Source: an optimization exercise on an open RTL-to-GDS flow (aim: small area and a short achievable clock period). Production flows keep margins and buffers that such runs may drop.
No activity file was given, so power comes from the tool's default toggle rates.

==> flow/design.v (excerpt) <==
module region (
    input  logic                                     clk,
    input  logic                                     rst_n,
    input  logic [4-1:0]                re,
    input  logic [2*4-1:0]              rsel,
    input  logic [5*4-1:0] raddr,
    input  logic [4-1:0]                we,
    input  logic [2*4-1:0]              wsel,
    input  logic [5*4-1:0] waddr,
    input  logic [16*4-1:0] wdata,
    output logic [4-1:0]                rvalid,
    output logic [16*4-1:0] rdata,
    output logic                                     empty,
    output logic                                     almostfull
);
    logic [(1<<5)-1:0] ram_rrow;
    logic [16-1:0] ram_rdata;
    logic [(1<<(5-2))-1:0] ram_whi;
    logic [3:0]                ram_wlo;
    logic [16-1:0] ram_wdata;
    logic                      fifo_re;
    logic [16-1:0] fifo_rdata;
    logic                      fifo_we;
    logic [16-1:0] fifo_wdata;
    read_arbiter i_read_arbiter (
        .clk        (clk),
        .rst_n      (rst_n),
        .re         (re),
        .rsel       (rsel),
        .raddr      (raddr),
        .rvalid     (rvalid),
  ...
Size in the first run: roughly 1,200 flip-flops, about 200 I/O pins, about 45,000 µm² of cells after synthesis.
clock: 4.0 ns
lec_check: 0
cap_margin: 20
core_margin: 2
core_utilization: 50
cts_cluster_diameter: 80
cts_cluster_size: 25
setup_slack_margin: 1.8
slew_margin: 20
synth_hierarchical: 1
standard.sh (not shown) runs the stock make flow with config.mk's settings and CLKGATE_MAP_FILE= SYNTH_SCRIPT=/design/flow/synth_recipe.tcl, a recipe that flattens the netlist after the stock synthesis.
==> flow/flow/run.sh <==
#!/bin/bash
# Layout flow: the standard ORFS flow (standard.sh), unchanged synthesis,
# with plain buffers on the ports instead of the delay cells buffer_ports
# picks by default. Each step's output goes to a log of its own here.
set -euo pipefail
export BUFFER_PORTS_ARGS="-buffer_cell sky130_fd_sc_hd__buf_2"
bash standard.sh synth > synth.log 2>&1
bash standard.sh floorplan > floorplan.log 2>&1
bash standard.sh place > place.log 2>&1
bash standard.sh cts > cts.log 2>&1
bash standard.sh route > route.log 2>&1
bash standard.sh finish > finish.log 2>&1
Next try:
Settings changed: SETUP_SLACK_MARGIN 1.8 to 2.0.
Effect:
- non-clock buffer count rises by 30
- core utilization goes up by 1.3 points
- count of clock-buffer cells in the layout increases by 1
- global-route usage rose by 0.22 points
- critical path depth stays the same
No run of this note included a check of the RTL's function; only the layout flow was run.

---

region again, from the RTL that the note above started with.
// region
module region (
    input  logic                                     clk,
    input  logic                                     rst_n,
    input  logic [4-1:0]                re,
    input  logic [2*4-1:0]              rsel,
    input  logic [5*4-1:0] raddr,
    input  logic [4-1:0]                we,
    input  logic [2*4-1:0]              wsel,
    input  logic [5*4-1:0] waddr,
    input  logic [16*4-1:0] wdata,
    output logic [4-1:0]                rvalid,
    output logic [16*4-1:0] rdata,
    output logic                                     empty,
    output logic                                     almostfull
);
export LEC_CHECK = 0
export CAP_MARGIN = 20
export CORE_MARGIN = 2
export CORE_UTILIZATION = 50
export CTS_CLUSTER_DIAMETER = 80
export CTS_CLUSTER_SIZE = 25
export SETUP_SLACK_MARGIN = 1.6
export SLEW_MARGIN = 20
export SYNTH_HIERARCHICAL = 1
create_clock -name core_clock -period 4.0 [get_ports {clk}]
Scripts as last shown in full above: flow/flow/run.sh
Next try:
Settings changed: SETUP_SLACK_MARGIN 1.6 to 1.4.
Outcome: Core utilization is about the same; power goes up by 0.31%; clock power goes up by about 1%; combinational power hardly moves; die area does not change; cell area hardly moves; maximum frequency goes down by about 7%; clock-buffer cell count goes up by 5; critical path depth goes up by 6; synthesized cell count is unchanged; first-iteration DRC count goes down by 1.2%.
Next try:
Settings changed: CORE_UTILIZATION 50 to 55, SETUP_SLACK_MARGIN 1.4 to 1.8.
Via count stays flat; count of clock-buffer cells in the layout stays the same; design area climbs by 1.1%; power climbs by 1.2%; sequential share of layout area falls by 0.56 points; non-clock buffer count grows by 9; setup slack improves by 0.28 ns; final cell count is lower by about 2.2%; routed wire length increases by about 2.6%.
Next try:
Settings changed: CORE_UTILIZATION 55 to 50, SETUP_SLACK_MARGIN 1.8 to 2.3.
=>
- routed wire length grows by 5.7%
- clock-buffer cell count came out lower by 4
- global-route usage goes down by 1.3 points
- via count rose by 5.4%
- register-to-register slack gets better by 0.28 ns
- total power came out higher by 0.47%
- fmax rose by 0.69%
- worst hold slack gains 0.039 ns
- sequential power stays flat
- non-clock buffer count goes up by 107
- cell count climbs by 4.8%
Function was not checked in any run of this note: the RTL went through the layout flow alone.

==> separate check: timing with driven ports <==
No port has a modelled driver above. Below, the same layouts with a new extraction and two added sets of constraints. Step 1 sets driving cells, clkbuf_16 on the clock port and buf_2 on the other inputs (assumed; they add their load-dependent delay and slew). Step 2 adds t to the input delays and takes it off the output delays; t is the mean of the earliest and latest rising clock arrival at the registers after step 1. Input paths then give back, and output paths get back, about the clock's delay inside the block. Slacks: ideal / step 1 / step 2; pairs: ideal / step 1.
run | shift t [ns] | setup WS [ns] | worst hold slack (ns)
the first run of note 1 | 0.724 | 1.760 / 1.691 / 1.083 | 0.373 / 0.344 / 0.404
the second run of note 1 | 0.722 | 1.769 / 1.700 / 1.242 | 0.376 / 0.336 / 0.418
the first run of note 2 | 0.726 | 1.670 / 1.600 / 0.998 | 0.377 / 0.343 / 0.410
the second run of note 2 | 0.720 | 1.485 / 1.422 / 0.809 | 0.375 / 0.330 / 0.409
the third run of note 2 | 0.737 | 1.764 / 1.691 / 1.027 | 0.358 / 0.309 / 0.400
the fourth run of note 2 | 0.704 | 1.779 / 1.714 / 1.196 | 0.396 / 0.358 / 0.413
After both steps setup and hold are still met in every run listed. For the third run of note 2, which loses most, drivers alone change the setup slack by -0.073 ns; drivers and shift together by -0.737 ns.
